What follows belongs to an exercise in optimizing a design on an open flow for small area and a short achievable clock period; a production flow would make more cautious choices.
No functional check of the RTL was part of any run shown here.
Power figures rest on the tool's default switching activity, not on a simulated workload.

==> config.mk <==
export PLATFORM = sky130hd
export DESIGN_NAME = bin_morph_3x3
export DESIGN_NICKNAME = bin_morph_3x3
export VERILOG_FILES = /design/flow/design.v
export SDC_FILE = /design/flow/constraint.sdc
export NUM_CORES = 4
export LEC_CHECK = 0
export CAP_MARGIN = 20
export CORE_MARGIN = 2
export CORE_UTILIZATION = 40
export SLEW_MARGIN = 20
==> constraint.sdc <==
create_clock -name core_clock -period 5.5 [get_ports {clk}]
set_input_delay 1.1000 -clock core_clock [delete_from_list [all_inputs] [get_ports {clk}]]
set_output_delay 1.1000 -clock core_clock [all_outputs]
set_load 0.01 [all_outputs]
==> design.v <==
module bin_morph_3x3 #(
  parameter int IMG_WIDTH = 640,
  parameter int MODE      = 0,
  parameter int XW        = 11
) (
  input  logic clk,
  input  logic rst,
  input  logic per_frame_vsync,
  input  logic per_frame_href,
  input  logic per_frame_clken,
  input  logic per_img_Bit,
  output logic post_frame_vsync,
  output logic post_frame_href,
  output logic post_frame_clken,
  output logic post_img_Bit
);
  localparam int NW = 128;            
  logic       vsync_q, href_q, href_fall, vsync_rise;
  logic [7:0] tw;                     
  logic [2:0] k;                      
  logic       rs;                     
  logic       row0;                   
  logic       sw;                     
  logic [7:0] ntw;
  logic       inr;                    
  logic [7:0] mem [NW];
  logic [9:0] T;                      
  logic [7:0] R;                      
  logic [7:0] enc;                    
  logic [9:0] dr;                     
  logic [7:0] rd;
  logic [1:0] old, eff, nt;
  logic       v;
  logic [2:0] sv;                     
  logic       vs_d1, hr_d1, ce_d1;
  assign href_fall  = href_q & ~per_frame_href;
  assign vsync_rise = per_frame_vsync & ~vsync_q;
  assign sw  = rs | (k == 3'd5);
  assign ntw = rs ? 8'd0 : tw + 8'd1;
  assign inr = ~sw | ~ntw[7];
  localparam logic [255:0] DEC0 = 256'h2492492492492492492492492492492492492492492492492492492492492492;
  localparam logic [255:0] DEC1 = 256'h4924924924924924924924924924924924924924924924924924924924924924;
  localparam logic [255:0] DEC2 = 256'h81c0e070381c0e070381c0e070381c0e070381c0e070381c0e070381c0e07038;
  localparam logic [255:0] DEC3 = 256'h0e070381c0e070381c0e070381c0e070381c0e070381c0e070381c0e070381c0;
  localparam logic [255:0] DEC4 = 256'hf00003fe00007fc0000ff80001ff00003fe00007fc0000ff80001ff00003fe00;
  localparam logic [255:0] DEC5 = 256'h0007fc0000ff80001ff00003fe00007fc0000ff80001ff00003fe00007fc0000;
  localparam logic [255:0] DEC6 = 256'h0000000000ffffffe00000000000007ffffff00000000000003ffffff8000000;
  localparam logic [255:0] DEC7 = 256'h0007ffffff00000000000003ffffff80000000000001ffffffc0000000000000;
  localparam logic [255:0] DEC8 = 256'h000000000000000000000003fffffffffffffffffffe00000000000000000000;
  localparam logic [255:0] DEC9 = 256'h0007fffffffffffffffffffc0000000000000000000000000000000000000000;
  assign dr  = {DEC9[R], DEC8[R], DEC7[R], DEC6[R], DEC5[R],
                DEC4[R], DEC3[R], DEC2[R], DEC1[R], DEC0[R]};
  assign enc = 8'(T[1:0]) + 8'(T[3:2]) * 8'd3 + 8'(T[5:4]) * 8'd9 +
               8'(T[7:6]) * 8'd27 + 8'(T[9:8]) * 8'd81;
  always_comb begin
    case (k)
      3'd0:    old = T[1:0];
      3'd1:    old = T[3:2];
      3'd2:    old = T[5:4];
      3'd3:    old = T[7:6];
      default: old = T[9:8];
    endcase
    if (sw)
      old = dr[1:0];
  end
  assign eff = row0 ? 2'd0 : old;
  assign nt  = per_img_Bit ? ((eff == 2'd0) ? 2'd1 : 2'd2) : 2'd0;
  assign v   = per_img_Bit & (eff == 2'd2) & inr;
  logic [NW-1:0] sel;
  always_comb begin
    sel = '0;
    if (!tw[7])
      sel[tw[6:0]] = 1'b1;
  end
  always_comb begin
    rd = '0;
    for (int i = 1; i < NW; i++)
      rd = rd | (mem[i] & {8{sel[i - 1]}});
  end
  always_ff @(posedge clk) begin
    if (rst) begin
      vsync_q <= 1'b0;
      href_q  <= 1'b0;
      tw      <= 8'd128;
      k       <= 3'd5;
      rs      <= 1'b1;
      row0    <= 1'b1;
      T       <= '0;
    end else begin
      vsync_q <= per_frame_vsync;
      href_q  <= per_frame_href;
      if (href_fall) begin
        rs <= 1'b1;
      end else if (per_frame_clken && inr) begin
        if (sw) begin
          T  <= {row0 ? 8'd0 : dr[9:2], nt};
          tw <= ntw;
          k  <= 3'd1;
          rs <= 1'b0;
        end else begin
          case (k)
            3'd0:    T[1:0] <= nt;
            3'd1:    T[3:2] <= nt;
            3'd2:    T[5:4] <= nt;
            3'd3:    T[7:6] <= nt;
            default: T[9:8] <= nt;
          endcase
          k <= k + 3'd1;
        end
      end
      if (vsync_rise)
        row0 <= 1'b1;
      else if (href_fall)
        row0 <= 1'b0;
    end
  end
  always_ff @(posedge clk) begin
    if (href_fall)
      R <= (tw == 8'd0) ? enc : mem[0];
    else if (!rs)
      R <= rd;
  end
  for (genvar i = 0; i < NW; i++) begin : g_mem
    always_ff @(posedge clk) begin
      if (sel[i])
        mem[i] <= enc;
    end
  end
  always_ff @(posedge clk) begin
    if (rst) begin
      sv    <= '0;
      vs_d1 <= 1'b0;
      hr_d1 <= 1'b0;
      ce_d1 <= 1'b0;
    end else begin
      vs_d1 <= per_frame_vsync;
      hr_d1 <= per_frame_href;
      ce_d1 <= per_frame_clken;
      if (href_fall)
        sv <= '0;
      else if (per_frame_clken)
        sv <= {sv[1:0], v};
    end
  end
  always_ff @(posedge clk) begin
    if (rst) begin
      post_frame_vsync <= 1'b0;
      post_frame_href  <= 1'b0;
      post_frame_clken <= 1'b0;
      post_img_Bit     <= 1'b0;
    end else begin
      post_frame_vsync <= vs_d1;
      post_frame_href  <= hr_d1;
      post_frame_clken <= ce_d1;
      post_img_Bit     <= ce_d1 & (&sv);
    end
  end
endmodule
==> run.sh <==
#!/bin/bash
# synth_recipe.tcl (not shown) runs the flow's synth.tcl, then flattens the netlist and writes it again
# the make line also repeats each setting of config.mk as NAME=value (left out here)
make -C /OpenROAD-flow-scripts/flow DESIGN_CONFIG=/design/flow/config.mk WORK_HOME=/design/flow/orfs CLKGATE_MAP_FILE= SYNTH_SCRIPT=/design/flow/synth_recipe.tcl finish
==> results of run 1 <==
## cell type report
| type | instances | area share (%) |
|---|---|---|
| repair buffers | 370 | 5.75 |
| diodes | 6 | 0.0291 |
| multi-input cells | 1625 | 21.5 |
| inverters | 51 | 0.381 |
| well taps | 1403 | 3.40 |
| clock buffers | 137 | 5.70 |
| flip-flops and latches | 1065 | 61.3 |
| clock inverters | 76 | 1.88 |
## Yosys cell counts (34+ instances only)
master	count
a21oi_1	110
clkbuf_1	75
a221oi_1	40
o21ai_0	67
buf_2	38
inv_1	48
nor2_1	219
mux2i_1	49
a22o_1	70
edfxtp_1	1032
ha_1	34
a22oi_1	235
nor3_1	58
nand2_1	176
nand4_1	43
nand3_1	62
## power groups by stage
stage | Sequential, µW | Clock [µW] | Combinational, µW
detailed placement | 9950 | 0 | 2040
floorplan | 9990 | 0 | 847
global route | 9770 | 8420 | 2140
finish | 9780 | 8120 | 2090
global placement | 9950 | 0 | 2010
CTS | 9780 | 8130 | 2050
## sequential cells by signal, summed over array words and instances, names as in the netlist
signal / flops
vs_d1: 1
post_img_Bit: 1
mem: 1024
post_frame_clken: 1
post_frame_href: 1
R: 8
hr_d1: 1
T: 10
sv: 3
post_frame_vsync: 1
row0: 1
k: 3
rs: 1
tw: 8
ce_d1: 1
## worst max path at each step
stage	start	end	depth (start not counted)
5_1_grt	tw[0]	R[7]	13
4_1_cts	tw[2]	R[3]	12
3_3_place_gp	tw[2]	R[3]	12
3_5_place_dp	tw[2]	R[3]	12
6_report	tw[2]	R[4]	10
2_1_floorplan	T[2]	mem[0][5]	10
## stage by stage
| stage | power (µW) | utilization (%) | cell area, µm² | hold slack, ps | std cells |
|---|---|---|---|---|---|
| 2_1_floorplan | 10800 | - | 43400 | 417 | 2876 |
| 3_3_place_gp | 12000 | 44.4 | 47600 | 431 | 4509 |
| 3_5_place_dp | 12000 | 44.4 | 47600 | 440 | 4512 |
| 4_1_cts | 20000 | 48.1 | 51600 | 421 | 4725 |
| 5_1_grt | 20300 | 48.1 | 51600 | 441 | 4727 |
| 6_report | 20000 | 48.1 | 51600 | 429 | 4733 |
## routing by layer
metal	vias to the layer above	share of wire, %	track usage (%)
li1	12400	-	-
met1	17000	35	52.1
met2	3116	42	58.3
met3	681	14	12.2
met4	20	7.7	24.3
met5	-	0.061	0
## worst register-to-register path, stage by stage, from the launching register on
cell and delay [ps]:
dfxtp_1 380, buf_4 290, or3_1 590, o21ai_1 220, and3_2 730, nor2_1 480
a22o_1 360, a221oi_1 670, o2111ai_1 560, nor3_1 900, a32oi_1 200
## cell families (layout without fill, tap and decap cells)
logic type | count (synthesis) | in the layout | synth area share, %
compound gates | 795 | 795 | 13.6
flops | 1065 | 1065 | 73.1
mux | 65 | 65 | 1.69
simple gates | 708 | 708 | 7.99
buf+inv | 186 | 634 | 1.87
fa+ha+maj | 46 | 46 | 1.54
other cells | 0 | 6 | 0
xor+xnor | 11 | 11 | 0.257
==> impl_metrics.csv, run 1 <==
group,metric,value,unit
synthesis,syn_avg_cell_area,15.1,µm²
clocking,clk_pin_slew,60,ps
grt,grt_max_degree,88,
synthesis,ys_ff_latch,1065,
timing,tns,-104,ps
grt,grt_use_total,39.9,%
worst_setup_path,reg2reg_slack,-100,ps
floorplanning,fp.dieH,333,µm
floorplanning,die_x,333,µm
final_layout,multi_input_area,11100,µm²
status,status,"failed layout checks",
final_layout,fin_nets,3277,
final_layout,regArea,31700,µm²
final_layout,syn2layout_area_growth,19.1,%
clocking,cts-buffers-inserted,112,
worst_setup_path,reg2reg_to,"R[4]",
worst_setup_path,crit_chain,"buf_4, or3_1, o21ai_1, and3_2, nor2_1, a22o_1, a221oi_1, o2111ai_1, nor3_1, a32oi_1",
grt,grt_pass1_vias,30600,
timing,drv_slew,0,
clocking,postCtsSetupBuffers,0,
power_and_ir_drop,combPwrFrac,10.5,%
clocking,cts.sinks,1065,
routing,num_vias,33200,
clocking,cts_htree_levels,3,
synthesis,synth_edf_count,1032,
power_and_ir_drop,p_leak,0.0170,µW
power_and_ir_drop,p_switching,5160,µW
worst_setup_path,required,5970,ps
placement,dp_slack,337,ps
worst_setup_path,cpPeakStageDelay,900,ps
worst_setup_path,path_class,"flip-flop to flip-flop",
worst_setup_path,path_delay_family,"simple AND/OR/NAND/NOR gates",
power_and_ir_drop,p_seq_share,48.9,%
clocking,root_buffer,"clkbuf_16",
clocking,clk_latency,760,ps
floorplanning,dieArea,111000,µm²
worst_setup_path,r2r-start,"tw[2]",
worst_setup_path,cp_slowest_cell,"nor3_1",
power_and_ir_drop,clock_power_share,40.6,%
worst_setup_path,end_kind,"flip-flop",
run,maxCapViolCount,0,
synthesis,ys_top_cells_by_area,"edfxtp_1 (72%), a22oi_1 (4.1%), nor2_1 (1.9%)",
synthesis,ys_seq_area_share,73.1,%
hold_path,hp-class,"flip-flop to flip-flop",
hold_path,min-delay-start,"vs_d1",
power_and_ir_drop,netSwitchingFraction,25.8,%
final_layout,final_cell_mix,"edfxtp_1 (1032), buf_4 (347), a22oi_1 (235), nor2_1 (206), nand2_1 (175)",
grt,antenna_found_initial,22,
power_and_ir_drop,p_int,14800,µW
placement,hpwlAfterDp,158000,µm
synthesis,async_flop_share,0,%
floorplanning,io-pin-count,10,
timing,clock_skew,81.6,ps
placement,io_buffer_count,9,
synthesis,synth_top_area_cell,"edfxtp_1",
final_layout,drive_gt1_share,18.8,%
clocking,hold_buffers,0,
worst_setup_path,r2r_cells,10,
clocking,cts.path.max_buffers,3,
worst_setup_path,crit_fanout,35,
synthesis,synth_top_area_share,71.5,%
synthesis,synthCells,2876,
timing,rsz0062_at_grt,"no",
worst_setup_path,cp.buffers_inverters,1,
floorplanning,core.rowCount,120,
placement,place_congestion,1.09,
floorplanning,core_area,107000,µm²
timing,tightest_slew,1290,ps
timing,hold_violations,0,
routing,drt_wl_total,224000,µm
synthesis,ys.flop_type,"edfxtp_1",
grt,grt_pass1_wl,293000,µm
floorplanning,start_util,40.4,%
final_layout,nFillCells,9339,
timing,fmax,178,MHz
worst_setup_path,crit_arrival,6070,ps
routing,firstDrtPassIters,8,
routing,routedWlPerCell,47.4,µm
power_and_ir_drop,p_per_area,387,nW/µm²
timing,max_slew_margin,13.8,%
final_layout,final_common_cell,"edfxtp_1",
synthesis,synth.cell_area,43300,µm²
timing,fin_crit_sh,102,%
routing,drc_errors,0,
status,failed_checks,"setup timing",
routing,drt-vias-per-instance,7.02,
worst_setup_path,start_kind,"flip-flop",
timing,post-route-min-period,5600,ps
routing,drt_iter0_drc,6917,
power_and_ir_drop,peakVddDrop,0.000299,V
clocking,cts_resized,0,
synthesis,post_synth_num_cell_types,100,
hold_path,holdPathEnd,"post_frame_vsync",
grt,grt_overflow,0,
synthesis,ys_warn_count,2,
routing,postRouteAntennaNets,0,
timing,setup_ws,-104,ps
timing,final-setup-viol-count,1,
hold_path,hold_depth,2,
synthesis,syn_nets,2928,
clocking,cts_tree,"done",
==> run 2, diff against run 1 <==
--- a/config.mk
+++ b/config.mk
@@ -7,2 +7,3 @@
 export LEC_CHECK = 0
+export ABC_CLOCK_PERIOD_IN_PS = 3000
 export CAP_MARGIN = 20
@@ -10,2 +11,3 @@
 export CORE_UTILIZATION = 40
+export SETUP_SLACK_MARGIN = 2.5
 export SLEW_MARGIN = 20
==> impl_metrics.csv, run 2 <==
group,metric,value,unit
status,status,"finished clean",
clocking,clk_latency,770,ps
routing,wl_met2,102000,µm
worst_setup_path,reg2reg_slack,1120,ps
timing,tightest_slew,1250,ps
clocking,cts-buffers-inserted,111,
routing,drt-vias-per-instance,7.35,
placement,io_buffer_count,9,
final_layout,final_common_cell,"edfxtp_1",
final_layout,finalNonFillerCells,5161,
synthesis,syn_nets,2928,
synthesis,synth-xor-area-share,0.257,%
final_layout,syn2layout_area_growth,38.2,%
worst_setup_path,r2r_cells,14,
power_and_ir_drop,p_leak,0.0204,µW
clocking,cts.sinks,1065,
timing,drv_slew,0,
synthesis,synth_compound_area_share,13.6,%
placement,place_congestion,1.12,
synthesis,async_flop_share,0,%
power_and_ir_drop,p_per_area,392,nW/µm²
synthesis,synth_mux_area_share,1.69,%
routing,drc_errors,0,
synthesis,ys_seq_area_share,73.1,%
routing,firstDrtPassIters,7,
hold_path,hp-class,"flip-flop to flip-flop",
worst_setup_path,cpPeakStageDelay,640,ps
grt,grt_use_total,45.4,%
grt,antenna_found_initial,34,
placement,dp_cells,4518,
placement,placed_area,48000,µm²
hold_path,hold_depth,2,
power_and_ir_drop,combPwrFrac,26.0,%
power_and_ir_drop,clock_power_share,32.4,%
floorplanning,start_util,40.4,%
timing,rsz0062_at_grt,"yes",
floorplanning,io-pin-count,10,
timing,clock_skew,39.8,ps
final_layout,fin_area,59900,µm²
routing,drt_iter0_drc,8315,
clocking,cts.path.max_buffers,3,
worst_setup_path,r2r-start,"tw[1]",
worst_setup_path,end_kind,"flip-flop",
final_layout,regMostFlops,"mem",
routing,met3WireLength,48500,µm
final_layout,nFillCells,8600,
worst_setup_path,crit_fanout,6,
floorplanning,fp.dieH,333,µm
worst_setup_path,required,5990,ps
synthesis,synth-simple-area-share,7.99,%
worst_setup_path,reg2reg_to,"R[4]",
worst_setup_path,crit_chain,"inv_4, ha_4, or3b_4, buf_6, buf_4, mux2i_4, a21oi_4, buf_6, a222oi_1, a31o_2, nand4_1, nor4b_2, buf_4, a32oi_1",
floorplanning,dieArea,111000,µm²
final_layout,drive_gt1_share,34.7,%
worst_setup_path,start_kind,"flip-flop",
synthesis,ys_top_cells_by_area,"edfxtp_1 (72%), a22oi_1 (4.1%), nor2_1 (1.9%)",
placement,dp_slack,196,ps
power_and_ir_drop,netSwitchingFraction,29.1,%
hold_path,min-delay-start,"vs_d1",
synthesis,ys.flop_type,"edfxtp_1",
final_layout,fin_util,55.8,%
synthesis,synth_edf_count,1032,
timing,fmax,228,MHz
routing,drt_wl_total,265000,µm
synthesis,post_synth_num_cell_types,100,
power_and_ir_drop,p_switching,6850,µW
synthesis,synthAdderAreaFrac,1.54,%
final_layout,final_cell_mix,"edfxtp_1 (1032), buf_4 (454), a22oi_1 (218), nand2_1 (161), clkbuf_16 (148)",
placement,hpwlAfterDp,164000,µm
synthesis,synth_top_area_cell,"edfxtp_1",
synthesis,synth_top_family_by_area,"compound AO/OA/AOI/OAI gates",
power_and_ir_drop,peakVddDrop,0.000329,V
worst_setup_path,path_class,"flip-flop to flip-flop",
worst_setup_path,cp.buffers_inverters,5,
synthesis,ys_ff_latch,1065,
grt,grt_max_degree,65,
timing,post-route-min-period,4380,ps
final_layout,reg_top3,"mem x1024, T x10",
power_and_ir_drop,power,23500,µW
synthesis,synth_top_area_share,71.5,%
power_and_ir_drop,p_seq_share,41.5,%
clocking,cts_htree_levels,3,
clocking,cts_tree,"done",
routing,wl_met1,86400,µm
timing,hold_violations,0,
hold_path,holdPathEnd,"post_frame_vsync",
floorplanning,core_area,107000,µm²
timing,max_slew_margin,16.0,%
worst_setup_path,crit_arrival,4870,ps
grt,grt_pass1_vias,33100,
floorplanning,die_x,333,µm
final_layout,fin_nets,3687,
timing,fin_crit_sh,79.7,%
grt,grt_pass1_wl,327000,µm
final_layout,largest_register_ffs,1024,
worst_setup_path,cp_slowest_cell,"nand4_1",
worst_setup_path,path_delay_family,"simple AND/OR/NAND/NOR gates",
synthesis,synthCells,2876,
floorplanning,core.rowCount,120,
clocking,clk_pin_slew,60,ps
routing,top_layer,"met5",
routing,postRouteAntennaNets,0,
synthesis,ys_warn_count,2,
routing,routedWlPerCell,51.3,µm
synthesis,synth.cell_area,43300,µm²
synthesis,syn_avg_cell_area,15.1,µm²
synthesis,synth.most_common_cell,"edfxtp_1",
timing,final-setup-viol-count,0,
synthesis,synthTopCellsByCount,"edfxtp_1 (1032), a22oi_1 (235), nor2_1 (219)",
clocking,hold_buffers,0,
routing,num_vias,37900,
power_and_ir_drop,p_int,16600,µW
clocking,root_buffer,"clkbuf_16",
grt,grt_overflow,0,
timing,setup_ws,1120,ps
run,maxCapViolCount,0,
[run 2: worst register-to-register path, cell delays in order (launching register included)]
cell,delay [ps]
dfxtp_4,370
inv_4,70
ha_4,200
or3b_4,470
buf_6,150
buf_4,140
mux2i_4,210
a21oi_4,90
buf_6,150
a222oi_1,570
a31o_2,270
nand4_1,640
nor4b_2,530
buf_4,170
a32oi_1,80
[run 2: kinds of logic after synthesis]
kind of cell             count (synthesis)
multiplexers                            65
AND/OR/NAND/NOR                        708
AO/OA/AOI/OAI                          795
adder cells (fa/ha/maj)                 46
buffers and inverters                  186
XOR/XNOR                                11
flip-flops                            1065
[run 2: cell type report]
type	instances	area, µm²	area share (%)
multi-input cells	1625	12800	21.4
clock inverters	72	669	1.12
diodes	29	72.6	0.121
flip-flops and latches	1065	31700	52.9
repair buffers	780	9740	16.3
inverters	51	213	0.355
clock buffers	135	2910	4.86
well taps	1403	1760	2.93
repair inverters	1	7.51	0.0125
[run 2: metrics by stage]
| stage | setup TNS [ps] | hold WS (ps) |
|---|---|---|
| final | 0 | 442 |
| after global routing | 0 | 481 |
| after CTS | 0 | 443 |
| after detailed placement | 0 | 437 |
| after global placement | -44.8 | 432 |
| after floorplan | 0 | 417 |
[run 2: worst max-delay path by stage]
stage | from | endpoint | slack [ps] | depth (start not counted)
after CTS | T[3] | mem[102][6] | 1440 | 16
after global placement | tw[0] | R[4] | -40 | 12
final | tw[1] | R[4] | 1120 | 14
after detailed placement | tw[0] | R[4] | 200 | 13
after global routing | tw[1] | R[4] | 1200 | 14
after floorplan | T[2] | mem[0][6] | 750 | 13
[run 2: power by group through the flow]
stage                     logic, µW  clock network [µW]  registers, µW
final                          6120                7620           9760
after global routing           5980                7870           9750
after CTS                      4780                7560           9750
after detailed placement       2080                   0           9950
after global placement         2040                   0           9950
after floorplan                 881                   0           9960
[run 2: per-layer routing]
metal | global-route usage, % | vias up
met3 | 24.2 | 1237
met1 | 54.8 | 19000
met2 | 60.5 | 4390
met4 | 34.2 | 30
met5 | 0.521 | -
li1 | - | 13300
[run 2: repair_timing]
| action | in CTS | in global routing |
|---|---|---|
| gates resized for setup | 432 | 225 |
| pin swaps | 77 | 70 |
| endpoints found under the setup margin | 1961 | 1290 |
| gates cloned | 72 | 48 |
| setup buffers | 179 | 106 |
| hold endpoints to repair | 0 | 0 |

-- separate check: timing with driven ports --
The results above use ideal ports. As a check the final layouts listed here were re-extracted and re-timed, cells and wires unchanged.
Step 1 assumes that a clkbuf_16 drives the clock port and a buf_2 every other input.
Step 2 times the ports against the registers' clock, not the clock port: input delays grow and output delays shrink by t, the midpoint of the rising clock arrivals with the driver on.
Three values: ideal ports, drivers, drivers and shift; two values: the first two.
run | t, ns | slack for setup (ns) | worst setup path after step 2 | worst register clock-pin slew, ns | pins driven straight from the clock port
run 1 | 0.787 | -0.104 / -0.104 / -0.104 | register to register | 0.07 / 0.07 | 1
run 2 | 0.819 | 1.117 / 1.117 / 1.074 | input to register | 0.07 / 0.07 | 1
The setup slack of run 2, which loses most, moves by 0.000 ns with the drivers and by -0.043 ns with both steps.
